This design comes from an exercise in tuning for small area on the open sky130 flow, not from production work. In this exercise RTL edits were held to simulation tests only and were not proved equivalent to the original. Power and IR drop assume default switching activity.

### design/flow/flow/run.sh
#!/bin/bash
# Standard ORFS layout with two changes:
#  * ports are buffered with sky130_fd_sc_hd__buf_2 instead of the delay-cell buffer
#    that buffer_ports picks by default;
#  * CTS builds the tree from clkbuf_8 with sink clusters of at most 50 um and
#    inserts no dummy loads.
# The make output goes to make.log in the work folder; ORFS's per-step logs stay under orfs/logs.
set -euo pipefail
bash standard.sh \
  "BUFFER_PORTS_ARGS=-buffer_cell sky130_fd_sc_hd__buf_2" \
  "CTS_ARGS=-sink_clustering_enable -repair_clock_nets -dont_use_dummy_load -buf_list sky130_fd_sc_hd__clkbuf_8 -sink_clustering_size 30 -sink_clustering_max_diameter 50" \
  finish > make.log 2>&1
### design/flow/design.v
module rf_hold (
    input  logic en,
    input  logic en_n,
    input  logic d,
    input  logic q,
    output logic y
);
    assign y = (en & d) | (en_n & q);
endmodule
module rf_aoi222 (
    input  logic a1, a2, b1, b2, c1, c2,
    output logic y
);
    assign y = ~((a1 & a2) | (b1 & b2) | (c1 & c2));
endmodule
module rf_nand2 (
    input  logic a, b,
    output logic y
);
    assign y = ~(a & b);
endmodule
module rf_nand3 (
    input  logic a, b, c,
    output logic y
);
    assign y = ~(a & b & c);
endmodule
module rf_nand4 (
    input  logic a, b, c, d,
    output logic y
);
    assign y = ~(a & b & c & d);
endmodule
module rf_o31a (
    input  logic a1, a2, a3, b1,
    output logic y
);
    assign y = (a1 | a2 | a3) & b1;
endmodule
module rf_a21o (
    input  logic a1, a2, b1,
    output logic y
);
    assign y = (a1 & a2) | b1;
endmodule
module rf_rdbit #(
    parameter int BYP = 1
) (
    input  logic [30:0] sel,
    input  logic [30:0] d,
    input  logic        byp,
    input  logic        byp_n,
    input  logic        bd,
    output logic        y
);
    logic [10:0] n;
    logic [2:0]  p;
    logic        z;
    for (genvar k = 0; k < 10; k++) begin : g_aoi
        rf_aoi222 u_aoi (
            .a1(sel[3*k]),   .a2(d[3*k]),
            .b1(sel[3*k+1]), .b2(d[3*k+1]),
            .c1(sel[3*k+2]), .c2(d[3*k+2]),
            .y(n[k])
        );
    end
    rf_nand2 u_n30 (.a(sel[30]), .b(d[30]), .y(n[10]));
    rf_nand4 u_p0 (.a(n[0]), .b(n[1]), .c(n[2]), .d(n[3]), .y(p[0]));
    rf_nand4 u_p1 (.a(n[4]), .b(n[5]), .c(n[6]), .d(n[7]), .y(p[1]));
    rf_nand3 u_p2 (.a(n[8]), .b(n[9]), .c(n[10]), .y(p[2]));
    rf_o31a u_z (.a1(p[0]), .a2(p[1]), .a3(p[2]), .b1(byp_n), .y(z));
    if (BYP != 0) begin : g_byp
        rf_a21o u_y (.a1(byp), .a2(bd), .b1(z), .y(y));
    end else begin : g_nobyp
        assign y = z;
    end
endmodule
module rf_dec (
    input  logic [7:0]  lo_n,
    input  logic [3:0]  hi_n,
    output logic [30:0] sel
);
    for (genvar t = 0; t < 31; t++) begin : g_sel
        assign sel[t] = ~(lo_n[(t + 1) % 8] | hi_n[(t + 1) / 8]);
    end
endmodule
module regfile_mp #(
    parameter int XLEN     = 32,
    parameter int NREGS    = 32,
    parameter int NRD      = 2,
    parameter int BYPASS   = 1,
    parameter int ZERO_REG = 1,
    localparam int AW      = (NREGS > 1) ? $clog2(NREGS) : 1
) (
    input  logic                clk,
    input  logic                rst,
    input  logic                we,
    input  logic [AW-1:0]       wa,
    input  logic [XLEN-1:0]     wd,
    input  logic [NRD*AW-1:0]   ra,
    output logic [NRD*XLEN-1:0] rd,
    input  logic                busy_set,
    input  logic [AW-1:0]       busy_addr,
    output logic [NRD-1:0]      busy
);
    localparam int FIRST = (ZERO_REG != 0) ? 1 : 0;
    localparam int NR    = NREGS - FIRST;
    logic [XLEN-1:0]  regs [NREGS];
    logic [NREGS-1:0] pending;
    function automatic logic addr_valid(input logic [AW-1:0] a);
        addr_valid = ($unsigned(a) < NREGS) && !((ZERO_REG != 0) && (a == '0));
    endfunction
    logic [XLEN-1:0] wdg;
    assign wdg = wd & {XLEN{rst}};
    logic wr_ok, bs_ok;
    assign wr_ok = we && addr_valid(wa);
    assign bs_ok = busy_set && addr_valid(busy_addr);
    if (ZERO_REG != 0) begin : g_zero
        assign regs[0]    = '0;
        assign pending[0] = 1'b0;
    end
    for (genvar r = FIRST; r < NREGS; r++) begin : g_reg
        logic            wsel, bsel, en, en_n;
        logic [XLEN-1:0] q, dn;
        logic            p;
        assign wsel = wr_ok && (wa == AW'(r));
        assign bsel = bs_ok && (busy_addr == AW'(r));
        assign en   = !rst || wsel;
        assign en_n = !en;
        for (genvar b = 0; b < XLEN; b++) begin : g_bit
            rf_hold u_hold (.en(en), .en_n(en_n), .d(wdg[b]), .q(q[b]), .y(dn[b]));
        end
        always_ff @(posedge clk) begin
            q <= dn;
        end
        always_ff @(posedge clk) begin
            p <= rst && (bsel || (p && !wsel));
        end
        assign regs[r]    = q;
        assign pending[r] = p;
    end
    for (genvar g = 0; g < NRD; g++) begin : g_rd
        logic [AW-1:0]   a;
        logic            hit, hit_n;
        logic [7:0]      lo_n;
        logic [3:0]      hi_n;
        assign a     = ra[g*AW +: AW] & {AW{rst}};
        assign hit   = (BYPASS != 0) && we && addr_valid(a) && (wa == a);
        assign hit_n = !hit;
        for (genvar j = 0; j < 8; j++) begin : g_lo
            assign lo_n[j] = !(a[2:0] == 3'(j));
        end
        for (genvar j = 0; j < 4; j++) begin : g_hi
            assign hi_n[j] = !(a[4:3] == 2'(j));
        end
        for (genvar q = 0; q < XLEN / 8; q++) begin : g_grp
            logic [30:0] sel;
            rf_dec u_dec (.lo_n(lo_n), .hi_n(hi_n), .sel(sel));
            for (genvar b = 8 * q; b < 8 * q + 8; b++) begin : g_bit
                logic [30:0] dt;
                for (genvar t = 0; t < 31; t++) begin : g_t
                    assign dt[t] = regs[t + 1][b];
                end
                rf_rdbit #(.BYP(1)) u_rd (
                    .sel(sel), .d(dt), .byp(hit), .byp_n(hit_n), .bd(wd[b]),
                    .y(rd[g*XLEN + b])
                );
            end
            if (q == XLEN / 8 - 1) begin : g_busy
                rf_rdbit #(.BYP(0)) u_busy (
                    .sel(sel), .d(pending[31:1]), .byp(hit), .byp_n(hit_n), .bd(1'b0),
                    .y(busy[g])
                );
            end
        end
    end
endmodule
### design/flow/constraint.sdc
create_clock -name core_clock -period 5.0 [get_ports {clk}]
set_input_delay 1.0000 -clock core_clock [delete_from_list [all_inputs] [get_ports {clk}]]
set_output_delay 1.0000 -clock core_clock [all_outputs]
set_load 0.01 [all_outputs]
### design/flow/config.mk
export PLATFORM = sky130hd
export DESIGN_NAME = regfile_mp
export DESIGN_NICKNAME = regfile_mp
export VERILOG_FILES = /design/flow/design.v
export SDC_FILE = /design/flow/constraint.sdc
export NUM_CORES = 4
export LEC_CHECK = 0
export CAP_MARGIN = 5
export CORE_MARGIN = 2
export CORE_UTILIZATION = 45
export PLACE_DENSITY = 0.5
export SETUP_SLACK_MARGIN = 0.15
export SLEW_MARGIN = 5
export SYNTH_HIERARCHICAL = 1
### design/flow/standard.sh
#!/bin/bash
# synth_recipe.tcl (not shown) runs the flow's synth.tcl, then flattens the netlist and writes it again
# the make line also repeats each setting of config.mk as NAME=value (left out here)
make -C /OpenROAD-flow-scripts/flow DESIGN_CONFIG=/design/flow/config.mk WORK_HOME=/design/flow/orfs CLKGATE_MAP_FILE= SYNTH_SCRIPT=/design/flow/synth_recipe.tcl "${@:-finish}"
==> results of run 1 <==
timing repair:
action                                  CTS  global route
resized for setup                         0             1
setup buffers                             0             0
endpoints found under the setup margin    0             1
final timing paths:
| check | startpoint | endpoint | slack, ns |
|---|---|---|---|
| worst min register to register | g_reg[21].q[2]$_DFF_P_ | g_reg[21].q[2]$_DFF_P_ | 0.50 |
| worst max register to register | g_reg[2].p$_DFF_P_ | g_reg[2].p$_DFF_P_ | 4.25 |
| worst max-delay path | rst | rd[63] | 0.21 |
| worst min-delay path | g_reg[21].q[2]$_DFF_P_ | g_reg[21].q[2]$_DFF_P_ | 0.50 |
power by group:
part	switching, mW	leakage [nW]	internal, mW
clock	2.89	0.848	2.07
sequential	0.588	8.50	8.83
combinational	1.33	8.56	0.799
total	4.81	17.9	11.7
flip-flops by register name (all words and copies together) (netlist names):
signal	flops
g.q	992
g.p	31
cell type report:
class | count | share of cell area (%)
Antenna cell | 8 | 0.0435
Clock buffer | 118 | 3.53
Inverter | 36 | 0.293
Multi-Input combinational cell | 2523 | 44.2
Sequential cell | 1023 | 44.5
Tap cell | 1176 | 3.20
Timing Repair Buffer | 280 | 4.27
metal layers:
layer | vias to the layer above | global-route usage, % | wire, um
li1 | 17000 | - | -
met3 | 735 | 12.3 | 29400
met2 | 3776 | 59.3 | 83800
met1 | 20800 | 54.5 | 76700
met4 | 14 | 21.7 | 12100
met5 | - | 0 | 97
critical path, stage by stage:
cell,delay [ns]
buf_4,0.20
nor2b_1,0.21
nand2_1,0.10
buf_4,0.36
nor2_1,0.28
a222oi_1,0.61
nand4_1,0.30
o31a_1,0.39
a21o_1,0.17
buf_2,0.13
==> qor.txt, run 1 <==
Initial Util = 45.6%
Routed wire per std cell = 39.2 um
Max-slew violation count = 0
First-pass GRT wire length = 283 mm
Net count, final = 4038
Layout Skew = 0 ns
Antenna violations before repair = 13
CTS tree = done
Tightest Pin Transition = 1.34 ns
Worst setup slack after layout = 0.208 ns
Finished layout cell area = 46000 um2
Row count = 110
Unrepaired setup endpoints after global routing = no
Crit Path Max Fanout = 23
CTS Hold Buffers Added = 0
Total number of H-tree levels = 3
Chip Width = 306 um
Clock buffer count from CTS = 118
Count of TritonRoute iterations in the first routing pass = 14
Layout Area Growth over Synthesis = 11.9%
Maximum root-to-sink buffer count = 3
Depth of the worst register-to-register path = 2
Total area of multi-input combinational cells = 20300 um2
Sum of routed wire length over all layers = 202 mm
Count of mapped cells out of synthesis = 3629
Category of the most critical setup path = input port to primary output
Placement Cell Area = 44400 um2
Worst hold path stage count = 1
Syn Std Cell Area = 41100 um2
ANT nets after route = 0
Number of endpoints failing setup at the final stage = 0
Critical path endpoint category = primary output
Fmax = 0.209 GHz
Post-Synthesis Net Count = 3685
Post-route minimum period = 4.79 ns
Via count normalized by instance count = 8.19
Class of the tightest hold or removal check = register to register
Post-Place Cells = 5038
Final number of hold-violating endpoints = 0
Run status = timing/DRC/antenna clean
Routability cong. = 1.05
Power density of the placed cells = 359 nW/um2
Total half-perimeter wirelength after legalization and detailed placement = 130 mm
Clock Sink Count = 1023
Storage cell area = 20500 um2
Via count of the first global-routing pass = 39.6k
Top Ports = 122
Slew HR = 10.6%
Maximum vdd ir drop = 205 uV
Global-route total usage across every layer = 40.9%
Syn avg cell area = 11.3 um2
Number of standard cells in the layout, taps in and fillers out = 5164
Clock Root Buffer = clkbuf_8
Final standard cell utilization of the core = 51.0%
Total of warnings raised by yosys = 8
Aggregate negative setup slack = 0 ns
Count of port buffers added during placement = 121
Power Total = 16.5 mW
Worst setup timing slack at the placement stage = 0.341 ns
Most frequent standard cell in the layout excluding fill and tap cells = dfxtp_1
Residual overflow from global routing = 0
Y dimension of the die = 306 um
Final worst path period share = 95.8%
Core region area = 90300 um2
Commonest cells after routing, fill and taps aside = dfxtp_1, a22o_1, a222oi_1
Initial drt markers = 9941
Worst EP arrival = 3.79 ns
Element type at the critical path start = input port
Maximum number of pins on one net before global-route repair = 34
Number of design rule violations left after detail routing = 0
Skew-Pair Late Insertion Delay = 0.76 ns
Reg clk slew, reported paths = 0.06 ns
Leakage Power = 17.9 nW
Post-Route Hold Slack = 0.497 ns
Proportion of layout cells with a drive suffix above 1 = 11.3%
Required time of the worst setup path = 4.00 ns
Die ar. = 93900 um2
Fill cells = 8076
Max Cap Violations = 0
Total vias in the final route = 42.3k
==> inputs of run 2 (changes only) <==
--- a/design/flow/config.mk
+++ b/design/flow/config.mk
@@ -6,9 +6,11 @@
 export NUM_CORES = 4
 export LEC_CHECK = 0
 export CAP_MARGIN = 5
+export CELL_PAD_IN_SITES_DETAIL_PLACEMENT = 1
+export CELL_PAD_IN_SITES_GLOBAL_PLACEMENT = 1
 export CORE_MARGIN = 2
 export CORE_UTILIZATION = 45
-export PLACE_DENSITY = 0.5
+export PLACE_DENSITY = 0.55
 export SETUP_SLACK_MARGIN = 0.15
 export SLEW_MARGIN = 5
 export SYNTH_HIERARCHICAL = 1
==> qor.txt, run 2 <==
GR Layer Usage met1 = 54.9% (+0.40 points)
Layout Skew = 0 ns (unchanged)
Worst EP arrival = 3.85 ns (+0.06 ns)
Max incr delay on CP = 0.71 ns (+0.10 ns)
Met3 GRT Util = 11.1% (-1.1 points)
Aggregate negative setup slack = 0 ns (unchanged)
Cell-by-cell trace of the critical path = buf_4 -> a21bo_2 -> a31oi_1 -> nor4_1 -> nand3_2 -> buf_4 -> o31a_1 -> a21o_1 -> buf_2
Total number of H-tree levels = 3 (unchanged)
Residual overflow from global routing = 0 (unchanged)
Run status = timing/DRC/antenna clean
Number of standard cells in the layout, taps in and fillers out = 5143 (-0.41%)
Count of mapped cells out of synthesis = 3629 (unchanged)
Max FFs per register = 992 (unchanged)
Fmax = 0.206 GHz (-1.2%)
Fill cells = 9626 (+19%)
Slew HR = 10.4% (-0.19 points)
Reg clk slew, reported paths = 0.06 ns (about the same)
Y dimension of the die = 306 um (unchanged)
Core region area = 90300 um2 (unchanged)
Post-Synthesis Net Count = 3685 (unchanged)
ANT nets after route = 0 (unchanged)
Number of endpoints failing setup at the final stage = 0 (unchanged)
Clock Sink Count = 1023 (unchanged)
Total vias in the final route = 42.5k (+0.43%)
Register ranked first by flip-flop count = g.q
Proportion of layout cells with a drive suffix above 1 = 11.1% (-0.23 points)
Critical path endpoint category = primary output
Maximum vdd ir drop = 213 uV (+3.8%)
Number of design rule violations left after detail routing = 0 (unchanged)
Maximum number of pins on one net before global-route repair = 54 (+59%)
Net count, final = 4021 (-0.42%)
Buffers inserted by post-CTS timing repair = 0 (unchanged)
Maximum root-to-sink buffer count = 3 (unchanged)
Skew-Pair Late Insertion Delay = 0.82 ns (+0.06 ns)
Commonest cells after routing, fill and taps aside = dfxtp_1, a22o_1, a222oi_1
Power density of the placed cells = 358 nW/um2 (-0.33%)
R2R setup slack = 4.24 ns (about the same)
Cell with the biggest individual delay on the critical path = nor4_1
Unrepaired setup endpoints after global routing = no
Post-Route Hold Slack = 0.500 ns (+0.00271 ns)
Crit Path Max Fanout = 32 (+39%)
Final worst path period share = 97.0% (+1.1 points)
Worst setup timing slack at the placement stage = 0.185 ns (-0.156 ns)
Routability cong. = 1.02 (-3.2%)
Most frequent standard cell in the layout excluding fill and tap cells = dfxtp_1
Clock buffer count from CTS = 112 (-5.1%)
Chip Width = 306 um (unchanged)
Sum of routed wire length over all layers = 207 mm (+2.6%)
Global-route total usage across every layer = 42.2% (+1.4 points)
Routed wire per std cell = 40.3 um (+3.0%)
Post-route minimum period = 4.85 ns (+0.0572 ns)
Initial drt markers = 8654 (-13%)
Die ar. = 93900 um2 (unchanged)
Count of TritonRoute iterations in the first routing pass = 9 (-5)
Syn Std Cell Area = 41100 um2 (unchanged)
Required time of the worst setup path = 4.00 ns (about the same)
CTS tree = done
Finished layout cell area = 46100 um2 (about the same)
Worst setup slack after layout = 0.151 ns (-0.0572 ns)
Most frequent cell on the critical path = buf_4
Initial Util = 45.6% (unchanged)
Global-route met2 utilization = 62.8% (+3.5 points)
Clock Root Buffer = clkbuf_8
Top Ports = 122 (unchanged)
Post-Place Cells = 5027 (-0.22%)
Category of the most critical setup path = input port to primary output
Total half-perimeter wirelength after legalization and detailed placement = 132 mm (+1.8%)
Final number of hold-violating endpoints = 0 (unchanged)
Placement Cell Area = 44500 um2 (+0.25%)
Element type at the critical path start = input port
Max-slew violation count = 0 (unchanged)
Count of port buffers added during placement = 121 (unchanged)
Syn avg cell area = 11.3 um2 (unchanged)
Max Cap Violations = 0 (unchanged)
Antenna violations before repair = 7 (-6)
Tightest Pin Transition = 1.34 ns (+0.00278 ns)
First-pass GRT wire length = 295 mm (+4.2%)
Class of the tightest hold or removal check = register to register
Total of warnings raised by yosys = 8 (unchanged)
Leakage Power = 17.9 nW (about the same)
Layer carrying the most global-route usage = met2
Via count of the first global-routing pass = 41.7k (+5.4%)
Row count = 110 (unchanged)
Top flop regs = g.q (992), g.p (31)
Via count normalized by instance count = 8.26 (+0.84%)
Layout Area Growth over Synthesis = 12.0% (about the same)
-- run 2: area by class of cell --
class                      count  area [um2]  share of cell area (%)
tap                         1176        1470                    3.19
timing repair buffer         269        2070                    4.49
inverter                      36         135                   0.293
sequential                  1023       20500                    44.5
multi-input combinational   2523       20400                    44.2
antenna                        4        10.0                  0.0217
clock buffer                 112        1540                    3.35
-- run 2: worst max-delay path, delay by kind of cell --
kind | cells | cell delay [ns]
AND/OR/NAND/NOR | 2 | 1.36
AO/OA/AOI/OAI | 4 | 0.63
buffers and inverters | 3 | 0.84
-- run 2: per-layer routing --
metal	vias up	share of wire, %
met5	-	0.024
met4	8	6.6
met3	730	13
met2	3385	43
met1	21400	38
li1	16900	-
-- run 2: metrics by stage --
step | utilization [%] | power (mW)
after global routing | 51.0 | 16.9
after CTS | 51.0 | 16.4
after detailed placement | 49.3 | 11.6
after floorplan | - | 10.6
final | 51.0 | 16.5
after global placement | 49.3 | 11.5
-- run 2: final timing paths --
check                                       startpoint                endpoint  cells past startpoint
worst min register to register  g_reg[31].q[5]$_DFF_P_  g_reg[31].q[5]$_DFF_P_                      1
worst min-delay path            g_reg[31].q[5]$_DFF_P_  g_reg[31].q[5]$_DFF_P_                      1
worst max-delay path                               rst                  rd[42]                      9
worst max register to register      g_reg[2].p$_DFF_P_      g_reg[2].p$_DFF_P_                      2
-- run 2: timing repair --
action / CTS / global route
setup endpoints to repair: 0 / 8
gates resized for setup: 0 / 3
hold buffers: 0 / 0
-- run 2: power breakdown --
| part | internal, mW | leakage, nW | switching (mW) | total (mW) |
|---|---|---|---|---|
| combinational | 0.804 | 8.60 | 1.34 | 2.15 |
| clock | 1.97 | 0.805 | 2.89 | 4.87 |
| sequential | 8.83 | 8.50 | 0.626 | 9.46 |
| total | 11.6 | 17.9 | 4.86 | 16.5 |
==> inputs of run 3 (changes only) <==
--- a/design/flow/design.v
+++ b/design/flow/design.v
@@ -153,10 +153,10 @@
         for (genvar j = 0; j < 4; j++) begin : g_hi
             assign hi_n[j] = !(a[4:3] == 2'(j));
         end
-        for (genvar q = 0; q < XLEN / 8; q++) begin : g_grp
+        for (genvar q = 0; q < XLEN / 16; q++) begin : g_grp
             logic [30:0] sel;
             rf_dec u_dec (.lo_n(lo_n), .hi_n(hi_n), .sel(sel));
-            for (genvar b = 8 * q; b < 8 * q + 8; b++) begin : g_bit
+            for (genvar b = 16 * q; b < 16 * q + 16; b++) begin : g_bit
                 logic [30:0] dt;
                 for (genvar t = 0; t < 31; t++) begin : g_t
                     assign dt[t] = regs[t + 1][b];
@@ -166,7 +166,7 @@
                     .y(rd[g*XLEN + b])
                 );
             end
-            if (q == XLEN / 8 - 1) begin : g_busy
+            if (q == XLEN / 16 - 1) begin : g_busy
                 rf_rdbit #(.BYP(0)) u_busy (
                     .sel(sel), .d(pending[31:1]), .byp(hit), .byp_n(hit_n), .bd(1'b0),
                     .y(busy[g])
==> qor.txt, run 3 <==
Layout Skew = 0 ns (unchanged)
Total number of H-tree levels = 4 (+1)
Count of mapped cells out of synthesis = 3493 (-3.7%)
Count of port buffers added during placement = 121 (unchanged)
CTS Hold Buffers Added = 0 (unchanged)
Final worst path period share = 97.7% (+0.68 points)
Total of warnings raised by yosys = 8 (unchanged)
Via count normalized by instance count = 8.19 (-0.85%)
Power density of the placed cells = 361 nW/um2 (+0.92%)
CTS tree = done
Skew-Pair Late Insertion Delay = 0.81 ns (about the same)
Fmax = 0.205 GHz (-0.69%)
Global-route total usage across every layer = 42.5% (+0.29 points)
Crit Path Max Fanout = 16 (-50%)
Syn avg cell area = 11.6 um2 (+2.3%)
Unrepaired setup endpoints after global routing = yes
Number of design rule violations left after detail routing = 0 (unchanged)
Most frequent standard cell in the layout excluding fill and tap cells = dfxtp_1
Syn Std Cell Area = 40500 um2 (-1.6%)
Chip Width = 304 um (-0.77%)
Class of the tightest hold or removal check = register to register
Post-route minimum period = 4.88 ns (+0.0339 ns)
Sum of routed wire length over all layers = 205 mm (-1.2%)
First-pass GRT wire length = 294 mm (-0.31%)
Antenna violations before repair = 13 (+6)
Row count = 110 (unchanged)
Initial Util = 45.2% (-0.37 points)
Top flop regs = g.q (992), g.p (31)
Tightest Pin Transition = 1.32 ns (-0.0266 ns)
Element type at the critical path start = input port
Residual overflow from global routing = 0 (unchanged)
Post-Synthesis Net Count = 3549 (-3.7%)
Max incr delay on CP = 0.61 ns (-0.10 ns)
Final number of hold-violating endpoints = 0 (unchanged)
Leakage Power = 18.4 nW (+3.1%)
Total area of multi-input combinational cells = 19900 um2 (-2.4%)
Max FFs per register = 992 (unchanged)
Top Ports = 122 (unchanged)
Portion of total power attributed to sequential cells = 56.0% (-1.4 points)
Max Cap Violations = 0 (unchanged)
Proportion of layout cells with a drive suffix above 1 = 14.7% (+3.7 points)
Via count of the first global-routing pass = 42.0k (+0.66%)
Critical path endpoint category = primary output
Fill cells = 9502 (-1.3%)
Net count, final = 4049 (+0.70%)
Maximum number of pins on one net before global-route repair = 66 (+22%)
Reg clk slew, reported paths = 0.03 ns (-0.03 ns)
Clock buffer count from CTS = 130 (+16%)
Final standard cell utilization of the core = 52.0% (+0.95 points)
Maximum vdd ir drop = 262 uV (+23%)
Number of endpoints failing setup at the final stage = 0 (unchanged)
Initial drt markers = 8888 (+2.7%)
Commonest cells after routing, fill and taps aside = dfxtp_1, a22o_1, a222oi_1
Internal portion of total power = 11.9 mW (+2.9%)
Sw Ratio = 28.9% (-0.59 points)
ANT nets after route = 0 (unchanged)
Register ranked first by flip-flop count = g.q
Routability cong. = 0.981 (-3.5%)
Aggregate negative setup slack = 0 ns (unchanged)
Clock Root Buffer = clkbuf_8
Cell-by-cell trace of the critical path = buf_2 -> nand3b_1 -> buf_4 -> nor2_1 -> buf_4 -> a222oi_1 -> nand4_1 -> o31a_1 -> a21o_1 -> buf_2
Net switching power = 4.86 mW (about the same)
Clock Sink Count = 1023 (unchanged)
Layout Area Growth over Synthesis = 15.0%
Part of the total power dissipated in combinational logic = 12.4% (-0.6 points)
Worst EP arrival = 3.88 ns (+0.03 ns)
Slew HR = 12.2% (+1.8 points)
Category of the most critical setup path = input port to primary output
Core region area = 89600 um2 (-0.76%)
Part of the total power dissipated in the clock network = 31.5% (+2.0 points)
Y dimension of the die = 304 um (-0.77%)
Total vias in the final route = 42.4k (-0.24%)
Cell with the biggest individual delay on the critical path = a222oi_1
Storage cell area = 20500 um2 (unchanged)
Total half-perimeter wirelength after legalization and detailed placement = 130 mm (-1.7%)
Die ar. = 92400 um2 (-1.5%)
Maximum root-to-sink buffer count = 3 (unchanged)
Required time of the worst setup path = 4.00 ns (about the same)
Count of TritonRoute iterations in the first routing pass = 10 (+1)
Max-slew violation count = 0 (unchanged)
Routed wire per std cell = 39.6 um (-1.8%)
Run status = timing/DRC/antenna clean
==> run 3: changes by cell type in the layout (fill, tap and decap cells not counted), moves of 3 or more <==
cell / delta
nand3_2: -3
buf_4: +154
nor2_2: +6
buf_12: -22
nor2_1: -126
diode_2: +4
clkbuf_8: +18
nor2_4: -4
==> run 3: through the flow <==
stage	setup slack (ns)	instances	instance area [um2]	hold slack [ns]	total power [mW]
3_3_place_gp	0.184	5031	44700	0.472	11.4
3_5_place_dp	0.148	5031	44700	0.480	11.5
5_1_grt	0.102	5172	46600	0.507	17.3
6_report	0.117	5175	46600	0.498	16.8
4_1_cts	0.179	5161	46400	0.498	16.7
2_1_floorplan	0.169	3493	40500	0.445	10.6
==> run 3: worst max-delay path, delay by kind of cell <==
family | cells | cell delay (ns)
buffers and inverters | 4 | 0.84
AND/OR/NAND/NOR | 3 | 0.74
AO/OA/AOI/OAI | 3 | 1.29
==> run 3: timing repair <==
item | CTS | global route
pin swaps | 0 | 8
gates resized for setup | 1 | 18
hold endpoints to repair | 0 | 0
buffers inserted | 0 | 6
endpoints found under the setup margin | 1 | 52
==> run 3: routing by layer <==
metal	track usage, %	part of all wire [%]
met1	55.5	38
met2	62.5	42
met3	15.6	15
met4	19.3	4.6
met5	0	0.037
==> run 3: power groups by stage <==
stage	Sequential [mW]	Clock, mW	Combinational, mW
after global routing	9.49	5.66	2.16
after detailed placement	9.55	0	2.00
final	9.42	5.29	2.09
after floorplan	9.38	0	1.18
after global placement	9.49	0	1.93
after CTS	9.38	5.32	2.01
==> run 3: path summary, 6_finish.rpt <==
| path | startpoint | to | slack, ns | depth (start not counted) |
|---|---|---|---|---|
| worst min-delay path | g_reg[20].q[29]$_DFF_P_ | g_reg[20].q[29]$_DFF_P_ | 0.50 | 1 |
| worst max-delay path | ra[4] | rd[5] | 0.12 | 10 |
| worst min register to register | g_reg[20].q[29]$_DFF_P_ | g_reg[20].q[29]$_DFF_P_ | 0.50 | 1 |
| worst max register to register | g_reg[27].p$_DFF_P_ | g_reg[27].p$_DFF_P_ | 4.21 | 2 |
==> run 3: area by class of cell <==
type | count | share of cell area, %
inverter | 36 | 0.290
clock buffer | 130 | 3.84
timing repair buffer | 403 | 6.03
antenna | 8 | 0.0430
multi-input combinational | 2399 | 42.7
sequential | 1023 | 44.0
tap | 1176 | 3.16
==> inputs of run 4 (changes only) <==
--- a/design/flow/design.v
+++ b/design/flow/design.v
@@ -1,11 +1,11 @@
 module rf_hold (
     input  logic en,
-    input  logic en_n,
+    input  logic hold,
     input  logic d,
     input  logic q,
     output logic y
 );
-    assign y = (en & d) | (en_n & q);
+    assign y = (en & d) | (hold & q);
 endmodule
 module rf_aoi222 (
     input  logic a1, a2, b1, b2, c1, c2,
@@ -110,8 +110,6 @@
     function automatic logic addr_valid(input logic [AW-1:0] a);
         addr_valid = ($unsigned(a) < NREGS) && !((ZERO_REG != 0) && (a == '0));
     endfunction
-    logic [XLEN-1:0] wdg;
-    assign wdg = wd & {XLEN{rst}};
     logic wr_ok, bs_ok;
     assign wr_ok = we && addr_valid(wa);
     assign bs_ok = busy_set && addr_valid(busy_addr);
@@ -120,15 +118,15 @@
         assign pending[0] = 1'b0;
     end
     for (genvar r = FIRST; r < NREGS; r++) begin : g_reg
-        logic            wsel, bsel, en, en_n;
+        logic            wsel, bsel, en, hold;
         logic [XLEN-1:0] q, dn;
         logic            p;
         assign wsel = wr_ok && (wa == AW'(r));
         assign bsel = bs_ok && (busy_addr == AW'(r));
-        assign en   = !rst || wsel;
-        assign en_n = !en;
+        assign en   = rst && wsel;
+        assign hold = rst && !wsel;
         for (genvar b = 0; b < XLEN; b++) begin : g_bit
-            rf_hold u_hold (.en(en), .en_n(en_n), .d(wdg[b]), .q(q[b]), .y(dn[b]));
+            rf_hold u_hold (.en(en), .hold(hold), .d(wd[b]), .q(q[b]), .y(dn[b]));
         end
         always_ff @(posedge clk) begin
             q <= dn;
--- a/design/flow/config.mk
+++ b/design/flow/config.mk
@@ -5,12 +5,12 @@
 export SDC_FILE = /design/flow/constraint.sdc
 export NUM_CORES = 4
 export LEC_CHECK = 0
-export CAP_MARGIN = 5
+export CAP_MARGIN = 10
 export CELL_PAD_IN_SITES_DETAIL_PLACEMENT = 1
 export CELL_PAD_IN_SITES_GLOBAL_PLACEMENT = 1
 export CORE_MARGIN = 2
 export CORE_UTILIZATION = 45
 export PLACE_DENSITY = 0.55
 export SETUP_SLACK_MARGIN = 0.15
-export SLEW_MARGIN = 5
+export SLEW_MARGIN = 10
 export SYNTH_HIERARCHICAL = 1
==> qor.txt, run 4 <==
Final number of hold-violating endpoints = 0 (unchanged)
Count of mapped cells out of synthesis = 3468 (-0.72%)
Count of port buffers added during placement = 121 (unchanged)
Via count of the first global-routing pass = 41.5k (-1.2%)
Top Ports = 122 (unchanged)
Die ar. = 92300 um2 (-0.15%)
Total half-perimeter wirelength after legalization and detailed placement = 128 mm (-1.2%)
Top flop regs = g.q (992), g.p (31)
Depth of the worst register-to-register path = 2 (unchanged)
ANT nets after route = 0 (unchanged)
Cell-by-cell trace of the critical path = buf_2 -> o31a_1 -> buf_4 -> nor2_1 -> a222oi_1 -> nand4_1 -> o31a_1 -> a21o_1 -> buf_2
Crit Path Max Fanout = 9 (-7)
Clock Root Buffer = clkbuf_8
Routability cong. = 0.999 (+1.8%)
Number of design rule violations left after detail routing = 0 (unchanged)
Unrepaired setup endpoints after global routing = yes
Worst setup slack after layout = 0.0459 ns (-0.0708 ns)
Startpoint of the worst-slack reg-to-reg timing path = g_reg[10].p$_DFF_P_
Net count, final = 3957 (-2.3%)
Residual overflow from global routing = 0 (unchanged)
Syn Std Cell Area = 40400 um2 (-0.16%)
Worst hold path stage count = 1 (unchanged)
Worst setup timing slack at the placement stage = 0.00686 ns (-0.141 ns)
Post-route minimum period = 4.95 ns (+0.0708 ns)
Initial Util = 45.5% (+0.34 points)
Count of TritonRoute iterations in the first routing pass = 14 (+4)
Slew HR = 4.81% (-7.4 points)
CTS Hold Buffers Added = 0 (unchanged)
Critical path endpoint category = primary output
Category of the most critical setup path = input port to primary output
Layout Area Growth over Synthesis = 13.6%
Cell with the biggest individual delay on the critical path = nor2_1
Max FFs per register = 992 (unchanged)
Worst EP arrival = 3.95 ns (+0.07 ns)
Register ranked first by flip-flop count = g.q
Most frequent standard cell in the layout excluding fill and tap cells = dfxtp_1
CTS tree = done
Final worst path period share = 99.1% (+1.4 points)
Initial drt markers = 8599 (-3.3%)
Commonest cells after routing, fill and taps aside = dfxtp_1, a22o_1, a222oi_1
Clock buffer count from CTS = 117 (-10%)
Proportion of layout cells with a drive suffix above 1 = 13.1% (-1.6 points)
Maximum number of pins on one net before global-route repair = 37 (-44%)
Max incr delay on CP = 0.96 ns (+0.35 ns)
Hold path start = g_reg[26].p$_DFF_P_
Maximum root-to-sink buffer count = 3 (unchanged)
Skew-Pair Late Insertion Delay = 0.80 ns (about the same)
Class of the tightest hold or removal check = register to register
Clock Sink Count = 1023 (unchanged)
Via count normalized by instance count = 8.30 (+1.3%)
Total of warnings raised by yosys = 8 (unchanged)
Chip Width = 304 um (about the same)
Layout Skew = 0 ns (unchanged)
Y dimension of the die = 304 um (about the same)
Max Cap Violations = 0 (unchanged)
Post-Synthesis Net Count = 3524 (-0.70%)
First-pass GRT wire length = 297 mm (+1.1%)
R2R setup slack = 4.24 ns (+0.03 ns)
Capturing point of the worst reg2reg path = g_reg[10].p$_DFF_P_
Total vias in the final route = 42.1k (-0.62%)
End of the worst hold path = g_reg[26].p$_DFF_P_
Global-route total usage across every layer = 43.2% (+0.67 points)
Element type at the critical path start = input port
Maximum vdd ir drop = 220 uV (-16%)
Syn avg cell area = 11.7 um2 (+0.56%)
Required time of the worst setup path = 4.00 ns (about the same)
Tightest Pin Transition = 1.42 ns (+0.107 ns)
Antenna violations before repair = 18 (+5)
Max-slew violation count = 0 (unchanged)
Number of endpoints failing setup at the final stage = 0 (unchanged)
Row count = 109 (-0.91%)
Aggregate negative setup slack = 0 ns (unchanged)
Power density of the placed cells = 308 nW/um2 (-15%)
Fmax = 0.202 GHz (-1.4%)
Leakage Power = 17.2 nW (-6.9%)
Total number of H-tree levels = 3 (-1)
Core region area = 88800 um2 (-0.91%)
Run status = timing/DRC/antenna clean
Reg clk slew, reported paths = 0.07 ns (+0.04 ns)
CP Launch Point = ra[5]
Routed wire per std cell = 41.3 um (+4.1%)
Sum of routed wire length over all layers = 209 mm (+2.1%)
==> run 4: layer usage <==
layer	vias to the layer above	routed length, um	global-route usage (%)
met5	-	66	0
met4	10	15800	29.2
met3	785	26900	11.0
met2	3481	89100	64.5
met1	21200	77500	55.0
li1	16700	-	-
==> run 4: worst max-delay path by stage <==
stage / end / slack, ns / depth (start not counted)
2_1_floorplan: rd[0] / 0.70 / 6
3_3_place_gp: rd[9] / 0.07 / 9
4_1_cts: rd[40] / 0.20 / 11
3_5_place_dp: rd[25] / 0.007 / 9
6_report: rd[56] / 0.05 / 9
5_1_grt: rd[41] / 0.10 / 11
==> run 4: layout make-up <==
type | count | area, um2
antenna | 11 | 27.5
clock buffer | 117 | 1610
fill | 9391 | 42800
inverter | 4 | 15.0
multi-input combinational | 2403 | 19900
sequential | 1023 | 20500
tap | 1165 | 1460
timing repair buffer | 352 | 2490
==> run 4: stage by stage <==
stage / instances / total power, mW / util [%] / hold slack (ns) / area, um2
floorplan: 3468 / 8.74 / - / 0.452 / 40400
detailed placement: 4944 / 9.28 / 49.8 / 0.481 / 44200
global route: 5066 / 14.5 / 51.7 / 0.509 / 45900
CTS: 5061 / 14.1 / 51.6 / 0.494 / 45900
finish: 5075 / 14.2 / 51.8 / 0.494 / 46000
global placement: 4944 / 9.26 / 49.8 / 0.469 / 44200
==> run 4: repair_timing <==
item	CTS	global route
buffers inserted	0	2
pin swaps	0	11
cloned	0	0
endpoints found under the setup margin	32	30
gates resized for setup	3	7
==> run 4: worst max-delay path: cells and delay by family <==
family	cells	cell delay, ns
simple gates	2	1.40
compound gates	4	1.04
buf+inv	3	0.51
==> run 4: power breakdown <==
| part | total, mW | switching [mW] | internal (mW) |
|---|---|---|---|
| combinational | 0.897 | 0.726 | 0.172 |
| clock | 5.00 | 2.94 | 2.06 |
| sequential | 8.26 | 0.0537 | 8.21 |
==> inputs of run 5 (changes only) <==
--- a/design/flow/config.mk
+++ b/design/flow/config.mk
@@ -5,12 +5,12 @@
 export SDC_FILE = /design/flow/constraint.sdc
 export NUM_CORES = 4
 export LEC_CHECK = 0
-export CAP_MARGIN = 10
+export CAP_MARGIN = 5
 export CELL_PAD_IN_SITES_DETAIL_PLACEMENT = 1
 export CELL_PAD_IN_SITES_GLOBAL_PLACEMENT = 1
 export CORE_MARGIN = 2
 export CORE_UTILIZATION = 45
 export PLACE_DENSITY = 0.55
 export SETUP_SLACK_MARGIN = 0.15
-export SLEW_MARGIN = 10
+export SLEW_MARGIN = 5
 export SYNTH_HIERARCHICAL = 1
==> qor.txt, run 5 <==
Initial drt markers = 8555 (-0.51%)
Routed wire per std cell = 41.2 um (-0.18%)
Tightest Pin Transition = 1.41 ns (-0.0160 ns)
Layout Area Growth over Synthesis = 13.6% (about the same)
Max FFs per register = 992 (unchanged)
CTS tree = done
Required time of the worst setup path = 4.00 ns (about the same)
Antenna violations before repair = 18 (unchanged)
Unrepaired setup endpoints after global routing = yes
Clock Root Buffer = clkbuf_8
Part of the total power dissipated in the clock network = 35.3% (about the same)
Post-Synthesis Net Count = 3524 (unchanged)
Max incr delay on CP = 0.53 ns (-0.43 ns)
Critical path endpoint category = primary output
First-pass GRT wire length = 297 mm (unchanged)
CP Launch Point = rst
Maximum number of pins on one net before global-route repair = 37 (unchanged)
Proportion of layout cells with a drive suffix above 1 = 13.1% (-0.022 points)
Row count = 109 (unchanged)
Worst EP arrival = 3.93 ns (-0.02 ns)
Number of endpoints failing setup at the final stage = 0 (unchanged)
Critical path depth in cells = 10 (+1)
Most frequent standard cell in the layout excluding fill and tap cells = dfxtp_1
Top flop regs = g.q (992), g.p (31)
Leakage Power = 17.2 nW (about the same)
Reg clk slew, reported paths = 0.07 ns (about the same)
Slew HR = 5.88% (+1.1 points)
Cell-by-cell trace of the critical path = buf_6 -> nand4_1 -> buf_4 -> nor2_1 -> buf_4 -> a222oi_1 -> nand4_1 -> o31a_1 -> a21o_1 -> buf_2
Top Ports = 122 (unchanged)
Final number of hold-violating endpoints = 0 (unchanged)
Chip Width = 304 um (unchanged)
Fmax = 0.203 GHz (+0.42%)
Post-route minimum period = 4.93 ns (-0.0209 ns)
Run status = timing/DRC/antenna clean
Layout Skew = 0 ns (unchanged)
Max Cap Violations = 0 (unchanged)
Class of the tightest hold or removal check = register to register
Final worst path period share = 98.7% (-0.42 points)
Syn avg cell area = 11.7 um2 (unchanged)
Total of warnings raised by yosys = 8 (unchanged)
Portion of total power attributed to sequential cells = 58.4% (about the same)
Category of cells accounting for the largest share of critical-path delay = compound AO/OA/AOI/OAI gates
Count of mapped cells out of synthesis = 3468 (unchanged)
Category of the most critical setup path = input port to primary output
Commonest cells after routing, fill and taps aside = dfxtp_1, a22o_1, a222oi_1
Number of design rule violations left after detail routing = 0 (unchanged)
Via count of the first global-routing pass = 41.5k (unchanged)
Cell with the biggest individual delay on the critical path = a222oi_1
Aggregate negative setup slack = 0 ns (unchanged)
Register ranked first by flip-flop count = g.q
Via count normalized by instance count = 8.30 (about the same)
Count of port buffers added during placement = 121 (unchanged)
Post-Route Hold Slack = 0.495 ns (+0.000220 ns)
Depth of the worst register-to-register path = 2 (unchanged)
Startpoint of the worst-slack reg-to-reg timing path = g_reg[10].p$_DFF_P_
Y dimension of the die = 304 um (unchanged)
Total number of H-tree levels = 3 (unchanged)
Skew-Pair Late Insertion Delay = 0.79 ns (about the same)
Residual overflow from global routing = 0 (unchanged)
Clock buffer count from CTS = 117 (unchanged)
Element type at the critical path start = input port
Core region area = 88800 um2 (unchanged)
Total half-perimeter wirelength after legalization and detailed placement = 128 mm (unchanged)
Post-Place Cells = 4944 (unchanged)
Routability cong. = 0.999 (unchanged)
R2R setup slack = 4.25 ns (about the same)
Part of the total power dissipated in combinational logic = 6.3% (about the same)
Crit Path Max Fanout = 30 (+21)
Sum of routed wire length over all layers = 209 mm (-0.12%)
Net count, final = 3956 (-0.025%)
Net switching power = 3.71 mW (-0.25%)
Count of TritonRoute iterations in the first routing pass = 13 (-1)
Worst path buffer plus inverter count = 4 (+1)
Clock Sink Count = 1023 (unchanged)
Sw Ratio = 26.2% (-0.047 points)
Power density of the placed cells = 308 nW/um2 (about the same)
Global-route total usage across every layer = 43.2% (unchanged)
Timing endpoint of the critical path = rd[56]
Max-slew violation count = 0 (unchanged)
ANT nets after route = 0 (unchanged)
Final standard cell utilization of the core = 51.7% (about the same)
Capturing point of the worst reg2reg path = g_reg[10].p$_DFF_P_
Total vias in the final route = 42.1k (+0.050%)
Die ar. = 92300 um2 (unchanged)
Maximum vdd ir drop = 220 uV (+0.34%)
Initial Util = 45.5% (unchanged)
Number of standard cells in the layout, taps in and fillers out = 5078 (+0.059%)
Internal portion of total power = 10.4 mW (about the same)
Maximum root-to-sink buffer count = 3 (unchanged)
Syn Std Cell Area = 40400 um2 (unchanged)
-- run 5: how the worst min path moves through the flow --
stage,cells after the start,from,slack [ns],end
final,1,g_reg[28].p$_DFF_P_,0.49,g_reg[28].p$_DFF_P_
after global routing,1,g_reg[26].p$_DFF_P_,0.51,g_reg[26].p$_DFF_P_
after CTS,1,g_reg[28].p$_DFF_P_,0.49,g_reg[28].p$_DFF_P_
after detailed placement,1,g_reg[31].p$_DFF_P_,0.48,g_reg[31].p$_DFF_P_
after global placement,1,g_reg[25].p$_DFF_P_,0.47,g_reg[25].p$_DFF_P_
after floorplan,1,g_reg[16].p$_DFF_P_,0.45,g_reg[16].p$_DFF_P_
-- run 5: per-stage QoR --
step / area [um2] / power [mW] / worst slack, ns
finish: 45900 / 14.1 / 0.0669
global route: 45900 / 14.5 / 0.104
CTS: 45900 / 14.1 / 0.197
detailed placement: 44200 / 9.28 / 0.00686
global placement: 44200 / 9.26 / 0.0673
floorplan: 40400 / 8.74 / 0.705
-- run 5: area by class of cell --
cell class	count	area, um2
Timing Repair Buffer	351	2470
Multi-Input combinational cell	2403	19900
Fill cell	9390	42900
Clock buffer	117	1610
Tap cell	1165	1460
Inverter	4	15.0
Sequential cell	1023	20500
Antenna cell	15	37.5
-- run 5: power by group through the flow --
| stage | clock network (mW) | registers, mW | logic (mW) |
|---|---|---|---|
| 2_1_floorplan | 0 | 8.43 | 0.309 |
| 6_report | 4.99 | 8.26 | 0.897 |
| 3_5_place_dp | 0 | 8.44 | 0.841 |
| 3_3_place_gp | 0 | 8.44 | 0.819 |
| 5_1_grt | 5.32 | 8.27 | 0.896 |
| 4_1_cts | 4.99 | 8.26 | 0.844 |
-- run 5: repair_timing --
| item | CTS | global route |
|---|---|---|
| pin swaps | 0 | 11 |
| gates resized for setup | 3 | 7 |
| buffers inserted | 0 | 2 |
| hold buffers | 0 | 0 |
| setup endpoints to repair | 32 | 30 |
-- run 5: layer usage --
| metal | part of all wire, % | vias up | GRT usage (%) |
|---|---|---|---|
| li1 | - | 16700 | - |
| met1 | 37 | 21200 | 55.0 |
| met2 | 43 | 3475 | 64.5 |
| met3 | 13 | 813 | 11.0 |
| met4 | 7.7 | 6 | 29.2 |
| met5 | 0.017 | - | 0 |
==> inputs of run 6 (changes only) <==
--- a/design/flow/design.v
+++ b/design/flow/design.v
@@ -151,10 +151,10 @@
         for (genvar j = 0; j < 4; j++) begin : g_hi
             assign hi_n[j] = !(a[4:3] == 2'(j));
         end
-        for (genvar q = 0; q < XLEN / 16; q++) begin : g_grp
+        for (genvar q = 0; q < XLEN / 8; q++) begin : g_grp
             logic [30:0] sel;
             rf_dec u_dec (.lo_n(lo_n), .hi_n(hi_n), .sel(sel));
-            for (genvar b = 16 * q; b < 16 * q + 16; b++) begin : g_bit
+            for (genvar b = 8 * q; b < 8 * q + 8; b++) begin : g_bit
                 logic [30:0] dt;
                 for (genvar t = 0; t < 31; t++) begin : g_t
                     assign dt[t] = regs[t + 1][b];
@@ -164,7 +164,7 @@
                     .y(rd[g*XLEN + b])
                 );
             end
-            if (q == XLEN / 16 - 1) begin : g_busy
+            if (q == XLEN / 8 - 1) begin : g_busy
                 rf_rdbit #(.BYP(0)) u_busy (
                     .sel(sel), .d(pending[31:1]), .byp(hit), .byp_n(hit_n), .bd(1'b0),
                     .y(busy[g])
--- a/design/flow/config.mk
+++ b/design/flow/config.mk
@@ -5,12 +5,12 @@
 export SDC_FILE = /design/flow/constraint.sdc
 export NUM_CORES = 4
 export LEC_CHECK = 0
-export CAP_MARGIN = 5
+export CAP_MARGIN = 10
 export CELL_PAD_IN_SITES_DETAIL_PLACEMENT = 1
 export CELL_PAD_IN_SITES_GLOBAL_PLACEMENT = 1
 export CORE_MARGIN = 2
 export CORE_UTILIZATION = 45
 export PLACE_DENSITY = 0.55
 export SETUP_SLACK_MARGIN = 0.15
-export SLEW_MARGIN = 5
+export SLEW_MARGIN = 10
 export SYNTH_HIERARCHICAL = 1
==> qor.txt, run 6 <==
Die ar. = 93700 um2 (+1.6%)
Syn avg cell area = 11.4 um2 (-2.2%)
Leakage Power = 17.1 nW (-0.39%)
Chip Width = 306 um (+0.78%)
Final number of hold-violating endpoints = 0 (unchanged)
Max Cap Violations = 0 (unchanged)
Cell-by-cell trace of the critical path = buf_2 -> nand4_1 -> buf_12 -> nor2_1 -> a222oi_1 -> nand4_1 -> o31a_1 -> a21o_1 -> buf_2
Max incr delay on CP = 0.83 ns (+0.30 ns)
Max-slew violation count = 0 (unchanged)
Most frequent standard cell in the layout excluding fill and tap cells = dfxtp_1
Portion of total power attributed to sequential cells = 57.7% (-0.7 points)
Layout Area Growth over Synthesis = 12.8%
Final worst path period share = 97.4% (-1.2 points)
Storage cell area = 20500 um2 (unchanged)
Hold path start = g_reg[16].p$_DFF_P_
First-pass GRT wire length = 304 mm (+2.1%)
Via count normalized by instance count = 8.38 (+0.93%)
Power density of the placed cells = 309 nW/um2 (+0.34%)
Element type at the critical path start = input port
Internal portion of total power = 10.5 mW (+0.62%)
Residual overflow from global routing = 0 (unchanged)
Top Ports = 122 (unchanged)
Aggregate negative setup slack = 0 ns (unchanged)
Slew HR = 7.23% (+1.4 points)
Register ranked first by flip-flop count = g.q
Count of TritonRoute iterations in the first routing pass = 13 (unchanged)
Fmax = 0.205 GHz (+1.3%)
Clock Sink Count = 1023 (unchanged)
Max FFs per register = 992 (unchanged)
Worst setup timing slack at the placement stage = 0.255 ns (+0.248 ns)
Total area of multi-input combinational cells = 20400 um2 (+2.6%)
Syn Std Cell Area = 41100 um2 (+1.6%)
Total of warnings raised by yosys = 8 (unchanged)
Cell with the biggest individual delay on the critical path = a222oi_1
CP Launch Point = rst
Initial drt markers = 9173 (+7.2%)
Run status = timing/DRC/antenna clean
Core region area = 90300 um2 (+1.7%)
Net count, final = 4026 (+1.8%)
Class of the tightest hold or removal check = register to register
Worst setup slack after layout = 0.129 ns (+0.0623 ns)
Total vias in the final route = 43.2k (+2.4%)
Fill cells = 9601 (+2.2%)
Clock Root Buffer = clkbuf_8
Via count of the first global-routing pass = 41.8k (+0.76%)
Layout Skew = 0 ns (unchanged)
Critical path endpoint category = primary output
Antenna violations before repair = 10 (-8)
Row count = 110 (+0.92%)
ANT nets after route = 0 (unchanged)
Global-route total usage across every layer = 43.7% (+0.55 points)
Y dimension of the die = 306 um (+0.78%)
Top flop regs = g.q (992), g.p (31)
Category of the most critical setup path = input port to primary output
Commonest cells after routing, fill and taps aside = dfxtp_1, a22o_1, a222oi_1
Crit Path Max Fanout = 25 (-17%)
Net switching power = 3.82 mW (+2.8%)
Count of mapped cells out of synthesis = 3604 (+3.9%)
Part of the total power dissipated in the clock network = 35.4% (about the same)
Worst EP arrival = 3.87 ns (-0.06 ns)
Proportion of layout cells with a drive suffix above 1 = 11.8% (-1.3 points)
CTS Hold Buffers Added = 0 (unchanged)
Maximum vdd ir drop = 254 uV (+15%)
Routed wire per std cell = 41.8 um (+1.4%)
Routability cong. = 1.05 (+5.0%)
Startpoint of the worst-slack reg-to-reg timing path = g_reg[10].p$_DFF_P_
Post-route minimum period = 4.87 ns (-0.0623 ns)
Count of port buffers added during placement = 121 (unchanged)
Number of design rule violations left after detail routing = 0 (unchanged)
Post-Synthesis Net Count = 3660 (+3.9%)
Maximum root-to-sink buffer count = 3 (unchanged)
Maximum number of pins on one net before global-route repair = 74 (+100%)
Required time of the worst setup path = 4.00 ns (about the same)
Number of endpoints failing setup at the final stage = 0 (unchanged)
Initial Util = 45.5% (-0.048 points)
Unrepaired setup endpoints after global routing = yes
Skew-Pair Late Insertion Delay = 0.79 ns (about the same)
CTS tree = done
Clock buffer count from CTS = 120 (+2.6%)
Total half-perimeter wirelength after legalization and detailed placement = 141 mm (+10%)
Sw Ratio = 26.7% (+0.42 points)
Tightest Pin Transition = 1.39 ns (-0.0151 ns)
Reg clk slew, reported paths = 0.06 ns (about the same)
Part of the total power dissipated in combinational logic = 6.8% (+0.5 points)
Sum of routed wire length over all layers = 215 mm (+2.9%)
Total number of H-tree levels = 3 (unchanged)
[run 6: cell count changes in the layout (fill, tap and decap cells not counted), sizes merged]
cell,before,now
buf,351,294
nor2,156,280
diode,15,9
clkbuf,117,120
[run 6: cell type report]
class / instances / share of cell area [%]
antenna: 9 / 0.0486
clock buffer: 120 / 3.57
inverter: 4 / 0.0324
multi-input combinational: 2527 / 44.0
sequential: 1023 / 44.2
tap: 1176 / 3.18
timing repair buffer: 294 / 4.98
[run 6: worst max-delay path: cells and delay by family]
kind	cells	cell delay, ns
AO/OA/AOI/OAI	3	1.35
buffers and inverters	3	0.69
AND/OR/NAND/NOR	3	0.79
[run 6: power by group through the flow]
stage          clock, mW  sequential, mW  combinational (mW)
2_1_floorplan          0            8.43               0.336
3_3_place_gp           0            8.44               0.893
3_5_place_dp           0            8.44               0.918
4_1_cts             5.09            8.26               0.920
5_1_grt             5.39            8.27               0.970
6_report            5.07            8.26               0.979
[run 6: final timing paths]
path,slack [ns],endpoint,depth (start not counted)
max,0.13,rd[24],9
min,0.50,g_reg[16].p$_DFF_P_,1
max reg2reg,4.25,g_reg[10].p$_DFF_P_,2
min reg2reg,0.50,g_reg[16].p$_DFF_P_,1
[run 6: per-stage QoR]
stage | hold WS [ns] | cells | total power [mW] | util, % | area [um2]
final | 0.496 | 5153 | 14.3 | 51.3 | 46300
after global routing | 0.511 | 5149 | 14.6 | 51.3 | 46300
after CTS | 0.494 | 5143 | 14.3 | 51.2 | 46300
after detailed placement | 0.479 | 5023 | 9.36 | 49.4 | 44600
after global placement | 0.466 | 5023 | 9.33 | 49.4 | 44600
after floorplan | 0.452 | 3604 | 8.76 | - | 41100
[run 6: per-layer routing]
layer | global-route usage, % | wire [um] | vias to the layer above
li1 | - | - | 17000
met1 | 57.1 | 81000 | 21800
met2 | 65.4 | 91100 | 3644
met3 | 11.6 | 28500 | 804
met4 | 24.9 | 14600 | 6
met5 | 0 | 42 | -
[run 6: what timing repair did]
item	4_1_cts	5_1_grt
gates resized for setup	0	9
setup endpoints to repair	0	64
setup buffers	0	0
==> inputs of run 7 (changes only) <==
--- a/design/flow/design.v
+++ b/design/flow/design.v
@@ -151,10 +151,10 @@
         for (genvar j = 0; j < 4; j++) begin : g_hi
             assign hi_n[j] = !(a[4:3] == 2'(j));
         end
-        for (genvar q = 0; q < XLEN / 8; q++) begin : g_grp
+        for (genvar q = 0; q < XLEN / 16; q++) begin : g_grp
             logic [30:0] sel;
             rf_dec u_dec (.lo_n(lo_n), .hi_n(hi_n), .sel(sel));
-            for (genvar b = 8 * q; b < 8 * q + 8; b++) begin : g_bit
+            for (genvar b = 16 * q; b < 16 * q + 16; b++) begin : g_bit
                 logic [30:0] dt;
                 for (genvar t = 0; t < 31; t++) begin : g_t
                     assign dt[t] = regs[t + 1][b];
@@ -164,7 +164,7 @@
                     .y(rd[g*XLEN + b])
                 );
             end
-            if (q == XLEN / 8 - 1) begin : g_busy
+            if (q == XLEN / 16 - 1) begin : g_busy
                 rf_rdbit #(.BYP(0)) u_busy (
                     .sel(sel), .d(pending[31:1]), .byp(hit), .byp_n(hit_n), .bd(1'b0),
                     .y(busy[g])
==> design/flow/flow/run.sh (replaced) <==
#!/bin/bash
# Standard ORFS layout with two changes:
#  * ports are buffered with sky130_fd_sc_hd__buf_1 instead of the delay-cell buffer
#    that buffer_ports picks by default;
#  * CTS builds the tree from clkbuf_4 with clkbuf_8 sink-cluster buffers, clusters of
#    at most 50 um, and inserts no dummy loads.
# The make output goes to make.log in the work folder; ORFS's per-step logs stay under orfs/logs.
set -euo pipefail
bash standard.sh \
  "BUFFER_PORTS_ARGS=-buffer_cell sky130_fd_sc_hd__buf_1" \
  "CTS_ARGS=-sink_clustering_enable -repair_clock_nets -dont_use_dummy_load -buf_list sky130_fd_sc_hd__clkbuf_4 -sink_clustering_buffer sky130_fd_sc_hd__clkbuf_8 -sink_clustering_size 30 -sink_clustering_max_diameter 50" \
  finish > make.log 2>&1
--- a/design/flow/config.mk
+++ b/design/flow/config.mk
@@ -5,12 +5,12 @@
 export SDC_FILE = /design/flow/constraint.sdc
 export NUM_CORES = 4
 export LEC_CHECK = 0
-export CAP_MARGIN = 10
+export CAP_MARGIN = 5
 export CELL_PAD_IN_SITES_DETAIL_PLACEMENT = 1
 export CELL_PAD_IN_SITES_GLOBAL_PLACEMENT = 1
 export CORE_MARGIN = 2
 export CORE_UTILIZATION = 45
 export PLACE_DENSITY = 0.55
 export SETUP_SLACK_MARGIN = 0.15
-export SLEW_MARGIN = 10
+export SLEW_MARGIN = 5
 export SYNTH_HIERARCHICAL = 1
==> qor.txt, run 7 <==
Row count = 109 (-0.91%)
Commonest cells after routing, fill and taps aside = dfxtp_1, a22o_1, a222oi_1
Post-Route Hold Slack = 0.429 ns (-0.0670 ns)
Maximum root-to-sink buffer count = 3 (unchanged)
ANT nets after route = 0 (unchanged)
Sw Ratio = 26.4% (-0.27 points)
Post-Synthesis Net Count = 3524 (-3.7%)
Run status = timing/DRC/antenna clean
Syn avg cell area = 11.7 um2 (+2.3%)
Via count of the first global-routing pass = 42.2k (+0.90%)
Y dimension of the die = 304 um (-0.77%)
Count of mapped cells out of synthesis = 3468 (-3.8%)
Count of TritonRoute iterations in the first routing pass = 15 (+2)
Tightest Pin Transition = 1.40 ns (+0.00921 ns)
Category of the most critical setup path = input port to primary output
Antenna violations before repair = 19 (+9)
Max-slew violation count = 0 (unchanged)
Via count normalized by instance count = 8.24 (-1.6%)
Initial drt markers = 8893 (-3.1%)
Clock Sink Count = 1023 (unchanged)
Finished layout cell area = 46000 um2 (-0.65%)
Max FFs per register = 992 (unchanged)
Routability cong. = 1.00 (-4.3%)
Slew HR = 6.62% (-0.61 points)
Leakage Power = 16.9 nW (-0.89%)
Initial Util = 45.5% (+0.048 points)
Total number of H-tree levels = 3 (unchanged)
Power density of the placed cells = 305 nW/um2 (-1.2%)
CTS tree = done
Chip Width = 304 um (-0.77%)
Portion of total power attributed to sequential cells = 58.8% (+1.1 points)
Post-Place Cells = 4969 (-1.1%)
Clock buffer count from CTS = 117 (-2.5%)
Total half-perimeter wirelength after legalization and detailed placement = 128 mm (-9.2%)
Maximum number of pins on one net before global-route repair = 39 (-47%)
Layout Skew = 0 ns (unchanged)
Reg clk slew, reported paths = 0.08 ns (+0.02 ns)
Total vias in the final route = 42.1k (-2.5%)
Number of design rule violations left after detail routing = 0 (unchanged)
Hold path start = busy_addr[1]
Most frequent standard cell in the layout excluding fill and tap cells = dfxtp_1
Routed wire per std cell = 41.1 um (-1.6%)
Unrepaired setup endpoints after global routing = yes
Final worst path period share = 98.2% (+0.80 points)
Part of the total power dissipated in combinational logic = 6.4% (-0.4 points)
Startpoint of the worst-slack reg-to-reg timing path = g_reg[1].p$_DFF_P_
Class of the tightest hold or removal check = input port to register
Net switching power = 3.71 mW (-2.8%)
Final number of hold-violating endpoints = 0 (unchanged)
Worst setup slack after layout = 0.0891 ns (-0.0401 ns)
Maximum vdd ir drop = 239 uV (-5.9%)
Capturing point of the worst reg2reg path = g_reg[1].p$_DFF_P_
Required time of the worst setup path = 4.00 ns (about the same)
R2R setup slack = 4.29 ns (+0.04 ns)
Residual overflow from global routing = 0 (unchanged)
Core region area = 88800 um2 (-1.7%)
Syn Std Cell Area = 40400 um2 (-1.6%)
Depth of the worst register-to-register path = 2 (unchanged)
Global-route total usage across every layer = 43.4% (-0.32 points)
Aggregate negative setup slack = 0 ns (unchanged)
Top flop regs = g.q (992), g.p (31)
Placement Cell Area = 44300 um2 (-0.72%)
Number of standard cells in the layout, taps in and fillers out = 5108 (-0.87%)
First-pass GRT wire length = 299 mm (-1.4%)
Layout Area Growth over Synthesis = 13.8%
Clock Root Buffer = clkbuf_4
End of the worst hold path = g_reg[23].p$_DFF_P_
CTS Hold Buffers Added = 0 (unchanged)
Critical path endpoint category = primary output
Internal portion of total power = 10.3 mW (-1.5%)
Crit Path Max Fanout = 17 (-32%)
Register ranked first by flip-flop count = g.q
Die ar. = 92300 um2 (-1.5%)
Part of the total power dissipated in the clock network = 34.8% (-0.6 points)
Worst setup timing slack at the placement stage = 0.128 ns (-0.126 ns)
Worst hold path stage count = 3 (+2)
Net count, final = 3987 (-0.97%)
Sum of routed wire length over all layers = 210 mm (-2.5%)
Worst EP arrival = 3.91 ns (+0.04 ns)
Post-route minimum period = 4.91 ns (+0.0401 ns)
Number of endpoints failing setup at the final stage = 0 (unchanged)
Fmax = 0.204 GHz (-0.82%)
Top Ports = 122 (unchanged)
Total of warnings raised by yosys = 8 (unchanged)
Max Cap Violations = 0 (unchanged)
Element type at the critical path start = input port
Count of port buffers added during placement = 121 (unchanged)
Skew-Pair Late Insertion Delay = 1.09 ns (+0.30 ns)
Proportion of layout cells with a drive suffix above 1 = 11.9% (+0.066 points)
## run 7: layout make-up
cell class | count | area [um2]
clock buffer | 117 | 1550
inverter | 4 | 15.0
antenna | 14 | 35.0
timing repair buffer | 382 | 2580
sequential | 1023 | 20500
tap | 1165 | 1460
fill | 9451 | 42800
multi-input combinational | 2403 | 19900
## run 7: worst max-delay path, stage by stage
cell and delay (ns):
buf_2 0.18, buf_4 0.21, nand3_1 0.33, nor2_1 0.13
buf_4 0.26, a222oi_1 0.47, nand4_1 0.49, o31a_1 0.41
a21o_1 0.24, buf_1 0.16
## run 7: power groups by stage
stage	Clock [mW]	Sequential [mW]	Combinational (mW)
6_report	4.89	8.26	0.901
5_1_grt	5.21	8.26	0.902
4_1_cts	4.89	8.26	0.844
3_5_place_dp	0	8.44	0.843
3_3_place_gp	0	8.44	0.819
2_1_floorplan	0	8.43	0.309
## run 7: layer usage
metal	track usage (%)	vias up	wire, um
met5	0	-	93
met4	30.5	16	16300
met3	11.5	840	26400
met2	65.2	3499	89700
met1	54.2	21000	77400
li1	-	16700	-
## run 7: timing repair
item | 4_1_cts | 5_1_grt
gates cloned | 0 | 0
setup endpoints to repair | 4 | 52
pin swaps | 0 | 26
resized for setup | 2 | 25
buffers inserted | 0 | 8
endpoints found under the hold margin | 0 | 0
## run 7: how the worst max path moves through the flow
| stage | slack [ns] | endpoint | from | depth (start not counted) |
|---|---|---|---|---|
| 2_1_floorplan | 0.70 | rd[0] | ra[2] | 6 |
| 3_3_place_gp | 0.10 | rd[9] | ra[2] | 10 |
| 3_5_place_dp | 0.13 | rd[6] | ra[2] | 9 |
| 4_1_cts | 0.19 | rd[55] | rst | 9 |
| 5_1_grt | 0.07 | rd[28] | ra[1] | 12 |
| 6_report | 0.09 | rd[52] | rst | 10 |
## run 7: stage by stage
stage / total power, mW / util (%)
floorplan: 8.74 / -
global placement: 9.26 / 49.9
detailed placement: 9.29 / 49.9
CTS: 14.0 / 51.6
global route: 14.4 / 51.8
finish: 14.1 / 51.8

[static timing again, ports no longer ideal]
The results above use ideal ports. As a check the final layouts listed here were re-extracted and re-timed, cells and wires unchanged.
Step 1 sets driving cells, clkbuf_16 on the clock port and buf_2 on the other inputs (assumed; they add their load-dependent delay and slew).
Step 2 times the ports against the registers' clock, not the clock port: input delays grow and output delays shrink by t, the midpoint of the rising clock arrivals with the driver on.
Three values: no drivers, after step 1, after step 2; two values: the first two.
run | t (ns) | setup WS [ns] | clock arrival spread, ns | worst slew at a driven data input, ns | cell pins on the clock port's net
run 1 | 0.867 | 0.208 / 0.144 / 0.144 | 0.080 / 0.080 | 0.17 | 1
run 2 | 0.867 | 0.151 / 0.127 / 0.127 | 0.082 / 0.082 | 0.04 | 1
run 3 | 0.893 | 0.117 / -0.033 / -0.033 | 0.074 / 0.074 | 0.14 | 1
run 4 | 0.877 | 0.046 / -0.061 / -0.061 | 0.101 / 0.101 | 0.16 | 1
run 5 | 0.877 | 0.067 / -0.042 / -0.042 | 0.099 / 0.100 | 0.16 | 1
run 6 | 0.885 | 0.129 / 0.043 / 0.043 | 0.093 / 0.093 | 0.11 | 1
run 7 | 1.132 | 0.089 / -0.052 / -0.052 | 0.144 / 0.144 | 0.17 | 1
Met with ideal ports but missed after step 2: setup timing in run 3, run 4, run 5 and run 7. For run 3, which loses most, drivers alone change the setup slack by -0.150 ns; drivers and shift together by -0.150 ns.
